From an optimization exercise on the open Yosys and OpenROAD flow, aimed at small area; shortcuts taken in it are not production practice. Function was checked by simulation only, so behaviour that the tests miss may differ from the original.

==> inputs of job 6970 <==
Design pic_alu_top, start of the top module:
module pic_alu_top (
    input  logic                    clk,
    input  logic                    rst_n,
    input  pic_alu_pkg::instr_t     instr,
    input  logic                    instr_valid,
    output logic [8-1:0]  w,
    output pic_alu_pkg::status_t    status,
    output logic                    retired
);
clock: 5.0 ns
lec_check: 0
cap_margin: 10
core_margin: 2
core_utilization: 45
cts_buf_list: sky130_fd_sc_hd__clkbuf_4
cts_cluster_diameter: 40
cts_cluster_size: 10
slew_margin: 10
synth_hierarchical: 1
standard.sh (not shown) runs the stock make flow with config.mk's settings and CLKGATE_MAP_FILE= SYNTH_SCRIPT=/design/flow/synth_recipe.tcl, a recipe that flattens the netlist after the stock synthesis.
==> flow/flow/run.sh <==
#!/bin/bash
set -euo pipefail
W=$PWD

# ABC script: abc_speed.script without "buffer -c; topo; stime -c; upsize -c; dnsize -c"
grep -v -E '^(buffer|topo|stime|upsize|dnsize)' "$FLOW_HOME/scripts/abc_speed.script" > "$W/abc_nosize.script"

# ORFS synth.tcl calling ABC with that script, all other arguments kept
sed 's|log_cmd abc {\*}\$abc_args|log_cmd abc -script $::env(MY_ABC_SCRIPT) {*}[lrange $abc_args 2 end]|' \
    "$FLOW_HOME/scripts/synth.tcl" > "$W/synth_nosize.tcl"
grep -q 'MY_ABC_SCRIPT' "$W/synth_nosize.tcl"

# The standard flow's synthesis wrapper (nofsm, noshare, flatten, rename) around it
sed "s|source \$::env(SCRIPTS_DIR)/synth.tcl|source $W/synth_nosize.tcl|" synth_recipe.tcl > "$W/synth_recipe_nosize.tcl"
grep -q 'synth_nosize.tcl' "$W/synth_recipe_nosize.tcl"

# The standard.sh with that synthesis script
sed "s|SYNTH_SCRIPT=[^ ]*|SYNTH_SCRIPT=$W/synth_recipe_nosize.tcl|" standard.sh > "$W/standard_nosize.sh"
grep -q 'synth_recipe_nosize.tcl' "$W/standard_nosize.sh"

export MY_ABC_SCRIPT="$W/abc_nosize.script"
cfg() { sed -n "s/^export $1 *= *//p" config.mk; }
CTS="-sink_clustering_enable -repair_clock_nets -dont_use_dummy_load -buf_list {$(cfg CTS_BUF_LIST)}"
[[ -n "$(cfg CTS_CLUSTER_SIZE)" ]] && CTS="$CTS -sink_clustering_size $(cfg CTS_CLUSTER_SIZE)"
[[ -n "$(cfg CTS_CLUSTER_DIAMETER)" ]] && CTS="$CTS -sink_clustering_max_diameter $(cfg CTS_CLUSTER_DIAMETER)"
echo "CTS_ARGS: $CTS" > "$W/flow_make.log"
bash "$W/standard_nosize.sh" finish "ADDER_MAP_FILE=" "CTS_ARGS=$CTS" >> "$W/flow_make.log" 2>&1
==> inputs of job 823, as changes to job 6970 <==
--- a/flow/design.v
+++ b/flow/design.v
@@ -68,12 +68,14 @@
 endpackage
 `timescale 1ns/1ps
 module file_regs (
     input  logic                     clk,
     input  logic                     rst_n,
     input  logic [7-1:0]  rd_addr,
+    input  logic                     byp_en,    
+    input  logic [8-1:0]   byp_data,
     output logic [8-1:0]   rd_data,
     input  logic                     we,
     input  logic [7-1:0]  wr_addr,
     input  logic [8-1:0]   wr_data
 );
     localparam int NG = 16;    
@@ -173,13 +175,13 @@
         raw = '1;
         for (int t = 0; t < NT; t++) begin
             raw = raw & rn[t];
         end
         raw = ~raw;
     end
-    assign rd_data = raw ^ {8{phase && rvalid}};
+    assign rd_data = byp_en ? byp_data : (raw ^ {8{phase && rvalid}});
 endmodule
 module file_row (
     input  logic                    clk,
     input  logic                    bn,
     input  logic                    cn,
     input  logic                    gv,
@@ -226,15 +228,14 @@
     logic [8-1:0] oq;            
     logic [8-1:0] w_e;
     logic [2:0]             st_e;          
     logic                   r_e;
     logic [8-1:0] rd_data;
     logic                   wr_en;
-    logic                   wb_en;         
-    logic [7-1:0] wb_addr;
-    logic [8-1:0] wb_data;
+    logic                   iq_wf;         
+    logic                   xw;            
     logic [5:0]             op;
     logic                   d;
     logic [8-1:0] k;
     logic [8-1:0] fv;
     logic [8-1:0] x;
     logic [8-1:0] bm;
@@ -246,35 +247,32 @@
     logic [8-1:0] result;
     logic                   act, dest_f, upd_z, upd_c, upd_dc;
     logic                   new_c;
     always_ff @(posedge clk) begin
         iq <= instr;   
         xq <= iq;
-        if (wr_en && (xq[6:0] == iq[6:0])) begin
-            oq <= result;
-        end else if (wb_en && (wb_addr == iq[6:0])) begin
-            oq <= wb_data;
-        end else begin
-            oq <= rd_data;
-        end
-        wb_addr <= xq[6:0];
-        wb_data <= result;
+        oq <= rd_data;
     end
     assign op = xq[13:8];
     assign d  = xq[7];
     assign k  = xq[7:0];
     assign fv = oq;
-    assign wr_en = xv && act && dest_f;
+    assign iq_wf = ((iq[13:12] == 2'b00) && iq[7]
+                    && (iq[11:8] != 4'b1011) && (iq[11:8] != 4'b1111))
+                || (iq[13:11] == 3'b010);
+    assign wr_en = xw;
     file_regs u_file (
         .clk     (clk),
         .rst_n   (rst_n),
         .rd_addr (iq[6:0]),
+        .byp_en  (wr_en && (xq[6:0] == iq[6:0])),
+        .byp_data(result),
         .rd_data (rd_data),
-        .we      (wb_en),
-        .wr_addr (wb_addr),
-        .wr_data (wb_data)
+        .we      (wr_en),
+        .wr_addr (xq[6:0]),
+        .wr_data (result)
     );
     assign is_lit = (op[5:4] == 2'b11);
     assign x      = is_lit ? k : fv;
     assign is_add = (op == 6'b000111) || (op[5:1] == 5'b11111);
     assign is_sub = (op == 6'b000010) || (op[5:1] == 5'b11110);
     assign is_inc = (op == 6'b001010);
@@ -342,23 +340,23 @@
     assign upd_dc = g_flag;
     assign new_c  = f_rrf ? x[0] : (f_rlf ? x[7] : sum[8]);
     always_ff @(posedge clk or negedge rst_n) begin
         if (!rst_n) begin
             iv      <= 1'b0;
             xv      <= 1'b0;
-            wb_en   <= 1'b0;
+            xw      <= 1'b0;
             w_e     <= '0;
             st_e    <= '0;
             r_e     <= 1'b0;
             w       <= '0;
             status  <= '0;
             retired <= 1'b0;
         end else begin
             iv <= instr_valid;
             xv <= iv;
-            wb_en <= wr_en;
+            xw <= iv && iq_wf;
             if (xv && act) begin
                 if (!dest_f) w_e <= result;
                 if (upd_z)  st_e[2] <= (result == '0);
                 if (upd_dc) st_e[1] <= nib[4];
                 if (upd_c)  st_e[0] <= new_c;
             end
--- a/flow/flow/run.sh
+++ b/flow/flow/run.sh
@@ -21,7 +21,8 @@
 export MY_ABC_SCRIPT="$W/abc_nosize.script"
 cfg() { sed -n "s/^export $1 *= *//p" config.mk; }
 CTS="-sink_clustering_enable -repair_clock_nets -dont_use_dummy_load -buf_list {$(cfg CTS_BUF_LIST)}"
 [[ -n "$(cfg CTS_CLUSTER_SIZE)" ]] && CTS="$CTS -sink_clustering_size $(cfg CTS_CLUSTER_SIZE)"
 [[ -n "$(cfg CTS_CLUSTER_DIAMETER)" ]] && CTS="$CTS -sink_clustering_max_diameter $(cfg CTS_CLUSTER_DIAMETER)"
 echo "CTS_ARGS: $CTS" > "$W/flow_make.log"
-bash "$W/standard_nosize.sh" finish "ADDER_MAP_FILE=" "CTS_ARGS=$CTS" >> "$W/flow_make.log" 2>&1
+bash "$W/standard_nosize.sh" finish "ADDER_MAP_FILE=" "CTS_ARGS=$CTS" \
+    "BUFFER_PORTS_ARGS=-buffer_cell sky130_fd_sc_hd__buf_1" >> "$W/flow_make.log" 2>&1
==> flow/config.mk (replaced) <==
export PLATFORM = sky130hd
export DESIGN_NAME = pic_alu_top
export DESIGN_NICKNAME = pic_alu_top
export VERILOG_FILES = /design/flow/design.v
export SDC_FILE = /design/flow/constraint.sdc
export NUM_CORES = 4
export LEC_CHECK = 0
export CAP_MARGIN = 5
export CORE_MARGIN = 2
export CORE_UTILIZATION = 55
export CTS_BUF_LIST = sky130_fd_sc_hd__clkbuf_4
export CTS_CLUSTER_DIAMETER = 35
export CTS_CLUSTER_SIZE = 8
export SETUP_SLACK_MARGIN = 0.5
export SLEW_MARGIN = 5
export SYNTH_HIERARCHICAL = 1
==> inputs of job 7048, as changes to job 6970 <==
--- a/flow/design.v
+++ b/flow/design.v
@@ -68,12 +68,14 @@
 endpackage
 `timescale 1ns/1ps
 module file_regs (
     input  logic                     clk,
     input  logic                     rst_n,
     input  logic [7-1:0]  rd_addr,
+    input  logic                     byp_en,    
+    input  logic [8-1:0]   byp_data,
     output logic [8-1:0]   rd_data,
     input  logic                     we,
     input  logic [7-1:0]  wr_addr,
     input  logic [8-1:0]   wr_data
 );
     localparam int NG = 16;    
@@ -104,38 +106,38 @@
             wc[c] = (wr_addr[2:0] == 3'(c));
             rc[c] = (rd_addr[2:0] == 3'(c));
         end
     end
     assign wvalid = |(wg & valid);
     assign rvalid = |rg;
-    logic [8-1:0] pn;
-    logic [NH*NC-1:0]       sel_b, t_b;
-    assign pn = ~(wr_data ^ {8{phase}});
+    logic [8-1:0] pd;
+    logic [NH*NC-1:0]       sel_b, u_b;
+    assign pd = wr_data ^ {8{phase}};
     always_comb begin
         for (int g = 0; g < NG; g++) begin
             b_g[g] = !(we && wg[g]);
         end
         for (int h = 0; h < NH; h++) begin
             wh[h] = (wr_addr[6] == 1'(h));
             for (int c = 0; c < NC; c++) begin
                 sel_b[h*NC+c] = wh[h] && wc[c];
-                t_b[h*NC+c]   = !(wh[h] && wc[c]) && !(wvalid || phase);
+                u_b[h*NC+c]   = !(wh[h] && wc[c]) && (wvalid || phase);
             end
         end
     end
     always_comb begin
         for (int i = 0; i < 128; i++) begin
             rsel[i] = rg[i / NC] && rc[i % NC];
         end
     end
     for (genvar h = 0; h < NH; h++) begin : g_half
         for (genvar c = 0; c < NC; c++) begin : g_cls
             file_cbus u_cbus (
                 .sel (sel_b[h*NC+c]),
-                .t   (t_b[h*NC+c]),
-                .pn  (pn),
+                .u   (u_b[h*NC+c]),
+                .p   (pd),
                 .c   (c_b[h][c])
             );
         end
     end
     for (genvar i = 0; i < 128; i++) begin : g_row
         file_row u_row (
@@ -173,13 +175,13 @@
         raw = '1;
         for (int t = 0; t < NT; t++) begin
             raw = raw & rn[t];
         end
         raw = ~raw;
     end
-    assign rd_data = raw ^ {8{phase && rvalid}};
+    assign rd_data = byp_en ? byp_data : (raw ^ {8{phase && rvalid}});
 endmodule
 module file_row (
     input  logic                    clk,
     input  logic                    bn,
     input  logic                    cn,
     input  logic                    gv,
@@ -191,17 +193,17 @@
     always_ff @(posedge clk) begin
         q <= ~((q | {8{a}}) & ({8{bn}} | c));
     end
 endmodule
 module file_cbus (
     input  logic                    sel,
-    input  logic                    t,
-    input  logic [8-1:0]  pn,
+    input  logic                    u,
+    input  logic [8-1:0]  p,
     output logic [8-1:0]  c
 );
-    assign c = ~((pn & {8{sel}}) | {8{t}});
+    assign c = (p & {8{sel}}) | {8{u}};
 endmodule
 module file_rd3 (
     input  logic [2:0]              r,
     input  logic [8-1:0]  q0,
     input  logic [8-1:0]  q1,
     input  logic [8-1:0]  q2,
@@ -226,15 +228,14 @@
     logic [8-1:0] oq;            
     logic [8-1:0] w_e;
     logic [2:0]             st_e;          
     logic                   r_e;
     logic [8-1:0] rd_data;
     logic                   wr_en;
-    logic                   wb_en;         
-    logic [7-1:0] wb_addr;
-    logic [8-1:0] wb_data;
+    logic                   iq_wf;         
+    logic                   xw;            
     logic [5:0]             op;
     logic                   d;
     logic [8-1:0] k;
     logic [8-1:0] fv;
     logic [8-1:0] x;
     logic [8-1:0] bm;
@@ -246,35 +247,32 @@
     logic [8-1:0] result;
     logic                   act, dest_f, upd_z, upd_c, upd_dc;
     logic                   new_c;
     always_ff @(posedge clk) begin
         iq <= instr;   
         xq <= iq;
-        if (wr_en && (xq[6:0] == iq[6:0])) begin
-            oq <= result;
-        end else if (wb_en && (wb_addr == iq[6:0])) begin
-            oq <= wb_data;
-        end else begin
-            oq <= rd_data;
-        end
-        wb_addr <= xq[6:0];
-        wb_data <= result;
+        oq <= rd_data;
     end
     assign op = xq[13:8];
     assign d  = xq[7];
     assign k  = xq[7:0];
     assign fv = oq;
-    assign wr_en = xv && act && dest_f;
+    assign iq_wf = ((iq[13:12] == 2'b00) && iq[7]
+                    && (iq[11:8] != 4'b1011) && (iq[11:8] != 4'b1111))
+                || (iq[13:11] == 3'b010);
+    assign wr_en = xw;
     file_regs u_file (
         .clk     (clk),
         .rst_n   (rst_n),
         .rd_addr (iq[6:0]),
+        .byp_en  (wr_en && (xq[6:0] == iq[6:0])),
+        .byp_data(result),
         .rd_data (rd_data),
-        .we      (wb_en),
-        .wr_addr (wb_addr),
-        .wr_data (wb_data)
+        .we      (wr_en),
+        .wr_addr (xq[6:0]),
+        .wr_data (result)
     );
     assign is_lit = (op[5:4] == 2'b11);
     assign x      = is_lit ? k : fv;
     assign is_add = (op == 6'b000111) || (op[5:1] == 5'b11111);
     assign is_sub = (op == 6'b000010) || (op[5:1] == 5'b11110);
     assign is_inc = (op == 6'b001010);
@@ -342,23 +340,23 @@
     assign upd_dc = g_flag;
     assign new_c  = f_rrf ? x[0] : (f_rlf ? x[7] : sum[8]);
     always_ff @(posedge clk or negedge rst_n) begin
         if (!rst_n) begin
             iv      <= 1'b0;
             xv      <= 1'b0;
-            wb_en   <= 1'b0;
+            xw      <= 1'b0;
             w_e     <= '0;
             st_e    <= '0;
             r_e     <= 1'b0;
             w       <= '0;
             status  <= '0;
             retired <= 1'b0;
         end else begin
             iv <= instr_valid;
             xv <= iv;
-            wb_en <= wr_en;
+            xw <= iv && iq_wf;
             if (xv && act) begin
                 if (!dest_f) w_e <= result;
                 if (upd_z)  st_e[2] <= (result == '0);
                 if (upd_dc) st_e[1] <= nib[4];
                 if (upd_c)  st_e[0] <= new_c;
             end
--- a/flow/flow/run.sh
+++ b/flow/flow/run.sh
@@ -21,7 +21,8 @@
 export MY_ABC_SCRIPT="$W/abc_nosize.script"
 cfg() { sed -n "s/^export $1 *= *//p" config.mk; }
 CTS="-sink_clustering_enable -repair_clock_nets -dont_use_dummy_load -buf_list {$(cfg CTS_BUF_LIST)}"
 [[ -n "$(cfg CTS_CLUSTER_SIZE)" ]] && CTS="$CTS -sink_clustering_size $(cfg CTS_CLUSTER_SIZE)"
 [[ -n "$(cfg CTS_CLUSTER_DIAMETER)" ]] && CTS="$CTS -sink_clustering_max_diameter $(cfg CTS_CLUSTER_DIAMETER)"
 echo "CTS_ARGS: $CTS" > "$W/flow_make.log"
-bash "$W/standard_nosize.sh" finish "ADDER_MAP_FILE=" "CTS_ARGS=$CTS" >> "$W/flow_make.log" 2>&1
+bash "$W/standard_nosize.sh" finish "ADDER_MAP_FILE=" "CTS_ARGS=$CTS" \
+    "BUFFER_PORTS_ARGS=-buffer_cell sky130_fd_sc_hd__buf_1" >> "$W/flow_make.log" 2>&1
==> flow/config.mk (replaced) <==
export PLATFORM = sky130hd
export DESIGN_NAME = pic_alu_top
export DESIGN_NICKNAME = pic_alu_top
export VERILOG_FILES = /design/flow/design.v
export SDC_FILE = /design/flow/constraint.sdc
export NUM_CORES = 4
export LEC_CHECK = 0
export CAP_MARGIN = 5
export CORE_MARGIN = 2
export CORE_UTILIZATION = 55
export CTS_BUF_LIST = sky130_fd_sc_hd__clkbuf_4
export CTS_CLUSTER_DIAMETER = 35
export CTS_CLUSTER_SIZE = 8
export SETUP_SLACK_MARGIN = 0.3
export SLEW_MARGIN = 5
export SYNTH_HIERARCHICAL = 1
==> impl_metrics.json <==
{
  "status": "complete, no violations",
  "top_signal_layer_used": "met5",
  "num_vias": 39640,
  "critPathCapture": "oq[2]$_DFF_P_",
  "cts_buffers": 171,
  "fin_total_pwr_mw": 17.30,
  "totalNegativeSetupSlack_ns": 0,
  "synth_area_um2": 37920,
  "global_route.usage.met2_pct": 64.25,
  "grtUsageMet1_pct": 61.88,
  "period_share_pct": 92.25,
  "final_nets": 4036,
  "synthToLayoutAreaGrowth_pct": 13.84,
  "num_antenna_cells": 4
}
Source of the figures above: job 823

==> impl_metrics.json <==
{
  "report.final.setup_viol": 1,
  "fin_total_pwr_mw": 16.15,
  "worst_slack_ns": -0.01405,
  "status": "failed layout checks",
  "critPathCapture": "oq[3]$_DFF_P_",
  "num_antenna_cells": 12,
  "global_route.usage.met2_pct": 55.38,
  "totalNegativeSetupSlack_ns": -0.01405,
  "synthToLayoutAreaGrowth_pct": 12.83,
  "num_vias": 37430,
  "violatedChecks": "negative setup slack",
  "final_nets": 3954,
  "period_share_pct": 100.3,
  "synth_area_um2": 38170
}
Source of the figures above: job 6970

==> impl_metrics.json <==
{
  "status": "failed layout checks",
  "violatedChecks": "negative setup slack",
  "grtUsageMet1_pct": 63.60,
  "critPathCapture": "oq[2]$_DFF_P_",
  "period_share_pct": 101.7,
  "report.final.setup_viol": 1,
  "synth_area_um2": 38230,
  "num_antenna_cells": 8,
  "global_route.usage.met2_pct": 60.40,
  "synthToLayoutAreaGrowth_pct": 10.72,
  "final_nets": 3893,
  "num_vias": 39250,
  "top_signal_layer_used": "met5",
  "worst_slack_ns": -0.08390
}
Source of the figures above: job 7048

[separate check: timing with driven ports]
The flow's constraints put no driver on any port. The routed layouts listed below were extracted and timed again, unchanged, in two steps.
Step 1, drivers: a clkbuf_16 drives clk and a buf_2 each remaining input, both assumed.
Step 2 times the ports against the registers' clock, not the clock port: input delays grow and output delays shrink by t, the midpoint of the rising clock arrivals with the driver on.
Three values: ideal, step 1, step 2; two values: the first two.
| run | shift t [ns] | setup slack, ns | hold WS [ns] | clock arrival spread, ns | slew at the worst register clock pin (ns) | worst slew at a driven data input, ns |
|---|---|---|---|---|---|---|
| job 6970 | 1.143 | -0.014 / -0.014 / -0.014 | 0.027 / -0.018 / 0.312 | 0.125 / 0.125 | 0.12 / 0.12 | 0.05 |
| job 823 | 1.084 | 0.388 / 0.388 / 0.388 | 0.057 / 0.023 / 0.344 | 0.178 / 0.178 | 0.11 / 0.11 | 0.03 |
| job 7048 | 1.076 | -0.084 / -0.084 / -0.084 | 0.047 / 0.016 / 0.317 | 0.164 / 0.164 | 0.10 / 0.10 | 0.03 |
